From an optimization exercise on the open Yosys and OpenROAD flow, aimed at small area, a short achievable clock period and few clock cycles per item; shortcuts taken in it are not production practice. In this exercise RTL edits were held to simulation tests only and were not proved equivalent to the original. Power is estimated from default activity; no workload was simulated.

== v6 ==
==> module dcache_ctrl, before the edit <==
module dcache_ctrl #(
  parameter int INDEX_BITS = 4
) (
  input  logic         clk_i,
  input  logic         rst_i,
  input  logic         cpu_req_i,
  input  logic         cpu_we_i,
  input  logic [31:0]  cpu_addr_i,
  input  logic [31:0]  cpu_data_i,
  output logic [31:0]  cpu_data_o,
  output logic         cpu_stall_o,
  output logic         mem_enable_o,
  output logic         mem_write_o,
  output logic [31:0]  mem_addr_o,
  output logic [255:0] mem_data_o,
  input  logic [255:0] mem_data_i,
  input  logic         mem_ack_i
);
  localparam int LINES = 2 ** INDEX_BITS;
  localparam int TAG_W = 27 - INDEX_BITS;
  logic [LINES-1:0] valid_q, dirty_q;
  logic [TAG_W-1:0] tag_q  [LINES];
  logic [255:0]     data_q [LINES];
  logic [INDEX_BITS-1:0] idx;
  logic [TAG_W-1:0]      req_tag;
  logic [2:0]            word;
  logic [1:0]            unused_byte_offset;
  assign unused_byte_offset = cpu_addr_i[1:0];
  assign word    = cpu_addr_i[4:2];
  assign idx     = cpu_addr_i[4+INDEX_BITS:5];
  assign req_tag = cpu_addr_i[31:5+INDEX_BITS];
  logic [LINES-1:0] sel, match;
  logic [TAG_W-1:0] line_tag;
  logic             hit, victim_dirty, refill;
  always_comb
    for (int l = 0; l < LINES; l++) begin
      sel[l]   = (idx == l);
      match[l] = valid_q[l] & (tag_q[l] == req_tag);
    end
  assign line_tag     = tag_q[idx];
  assign hit          = cpu_req_i & match[idx];
  assign victim_dirty = dirty_q[idx];
  assign refill       = mem_ack_i & ~victim_dirty;
  assign cpu_stall_o  = cpu_req_i & ~hit & ~refill;
  assign mem_enable_o = cpu_req_i & ~hit;
  assign mem_write_o  = victim_dirty;
  assign mem_addr_o   = {victim_dirty ? line_tag : req_tag, idx, 5'b0};
  logic [127:0] la1 [8], la2 [4], la3 [2];
  logic [127:0] hb1 [8], hb2 [4], hb3 [2];
  always_comb begin
    for (int i = 0; i < 8; i++) la1[i] = idx[0] ? data_q[2*i+1][127:0] : data_q[2*i][127:0];
    for (int i = 0; i < 4; i++) la2[i] = idx[1] ? la1[2*i+1] : la1[2*i];
    for (int i = 0; i < 2; i++) la3[i] = idx[2] ? la2[2*i+1] : la2[2*i];
    for (int i = 0; i < 8; i++) hb1[i] = idx[2] ? data_q[4*((2*i+1)%4) + (2*i+1)/4][255:128]
                                                : data_q[4*((2*i)%4)   + (2*i)/4][255:128];
    for (int i = 0; i < 4; i++) hb2[i] = idx[3] ? hb1[2*i+1] : hb1[2*i];
    for (int i = 0; i < 2; i++) hb3[i] = idx[0] ? hb2[2*i+1] : hb2[2*i];
  end
  assign mem_data_o[127:0]   = idx[3] ? la3[1] : la3[0];
  assign mem_data_o[255:128] = idx[1] ? hb3[1] : hb3[0];
  assign cpu_data_o   = mem_ack_i ? mem_data_i[{word, 5'b0} +: 32] : mem_data_o[{word, 5'b0} +: 32];
  always_ff @(posedge clk_i or posedge rst_i) begin
    if (rst_i) begin
      valid_q <= '0;
      dirty_q <= '0;
    end else begin
      for (int l = 0; l < LINES; l++) begin
        if (sel[l] & mem_ack_i) begin
          valid_q[l] <= 1'b1;
          dirty_q[l] <= ~dirty_q[l] & cpu_we_i;
        end else if (sel[l] & hit & cpu_we_i) begin
          dirty_q[l] <= 1'b1;
        end
      end
    end
  end
  logic [255:0] wdata;
  logic [7:0]   wsel;
  always_comb begin
    for (int w = 0; w < 8; w++) begin
      wsel[w] = cpu_we_i & (word == w);
      wdata[w*32 +: 32] = wsel[w] ? cpu_data_i : mem_data_i[w*32 +: 32];
    end
  end
  always_ff @(posedge clk_i) begin
    for (int l = 0; l < LINES; l++) begin
      if (sel[l] & refill) tag_q[l] <= req_tag;
      for (int w = 0; w < 8; w++)
        if (sel[l] & (refill | (hit & wsel[w])))
          data_q[l][w*32 +: 32] <= wdata[w*32 +: 32];
    end
  end
endmodule
clock: 10.0 ns
lec_check: 0
cap_margin: 20
core_margin: 2
core_utilization: 45
cts_cluster_diameter: 90
cts_cluster_size: 27
gpl_routability_driven: 0
place_density: 0.6
setup_slack_margin: 4
slew_margin: 20
tns_end_percent: 0
standard.sh (not shown) runs the stock make flow with config.mk's settings and CLKGATE_MAP_FILE= SYNTH_SCRIPT=/design/flow/synth_recipe.tcl, a recipe that flattens the netlist after the stock synthesis.
==> flow/flow/run.sh <==
#!/bin/bash
# The standard ORFS layout (the standard.sh, with its standard synthesis), except that the
# input and output ports are buffered with buf_2 instead of the default delay-buffer cell.
# Every ORFS step writes its full log under orfs/logs/; make's own output goes to make_finish.log.
set -euo pipefail
export BUFFER_PORTS_ARGS="-buffer_cell sky130_fd_sc_hd__buf_2"
bash standard.sh finish > make_finish.log 2>&1
Testbench counts of v6, summed over its fixed seeds: cycles 81,298, accesses 48,000.
Edits applied to the flow inputs when going from v6 to v7:
--- a/flow/design.v
+++ b/flow/design.v
@@ -28,20 +28,17 @@
   logic [1:0]            unused_byte_offset;
   assign unused_byte_offset = cpu_addr_i[1:0];
   assign word    = cpu_addr_i[4:2];
   assign idx     = cpu_addr_i[4+INDEX_BITS:5];
   assign req_tag = cpu_addr_i[31:5+INDEX_BITS];
-  logic [LINES-1:0] sel, match;
+  logic [LINES-1:0] sel;
   logic [TAG_W-1:0] line_tag;
   logic             hit, victim_dirty, refill;
   always_comb
-    for (int l = 0; l < LINES; l++) begin
-      sel[l]   = (idx == l);
-      match[l] = valid_q[l] & (tag_q[l] == req_tag);
-    end
+    for (int l = 0; l < LINES; l++) sel[l] = (idx == l);
   assign line_tag     = tag_q[idx];
-  assign hit          = cpu_req_i & match[idx];
+  assign hit          = cpu_req_i & valid_q[idx] & (line_tag == req_tag);
   assign victim_dirty = dirty_q[idx];
   assign refill       = mem_ack_i & ~victim_dirty;
   assign cpu_stall_o  = cpu_req_i & ~hit & ~refill;
   assign mem_enable_o = cpu_req_i & ~hit;
   assign mem_write_o  = victim_dirty;
--- outcome ---
Going from v6 to v7, switching share of power shrinks by 0.90 points.
Compared to v6, v7 has inverter count of the layout excluding clock inverters 7.4% higher.
v7 vs. v6: final core utilization climbed 0.15 points; sequential share of layout area climbed 0.43 points; number of cell instances on the worst register-to-register path dropped 1.
v7 ended up with a lower area after synthesis than v6 did.
v7 -> v6: proportion of power drawn by the clock network flat
[compare] base=v6 new=v7: cell area decreased 1300 µm², number of gates resized after cts has decreased, final routed wirelength across all metal layers went down 5.1%, complex-gate fraction of the synthesized area went down by 0.22 points, total via count in the routed design lower.
Testbench counts of v7, summed over its fixed seeds: cycles 81,298, accesses 48,000.

## separate check: timing with driven ports
The flow's constraints put no driver on any port. The routed layouts listed below were extracted and timed again, unchanged, in two steps. Step 1: set_driving_cell puts a clkbuf_16 on clk_i and a buf_2 on each other input, an assumption about the parent block. Step 2, shift: input delay + t, output delay - t, t = (earliest + latest rising clock arrival at the registers) / 2. This alone moves slack from input paths to output paths. Three values: no drivers, after step 1, after step 2; two values: the first two.
| run | t, ns | setup slack, ns | worst setup path after step 2 | worst data-port slew with drivers (ns) |
|---|---|---|---|---|
| v6 | 1.093 | 2.609 / 2.123 / 2.123 | input to output | 0.60 |
| v7 | 1.075 | 2.640 / 2.334 / 2.192 | input to register | 0.40 |
After both steps setup and hold are still met in every run listed. The setup slack of v6, which loses most, moves by -0.486 ns with the drivers and by -0.486 ns with both steps.
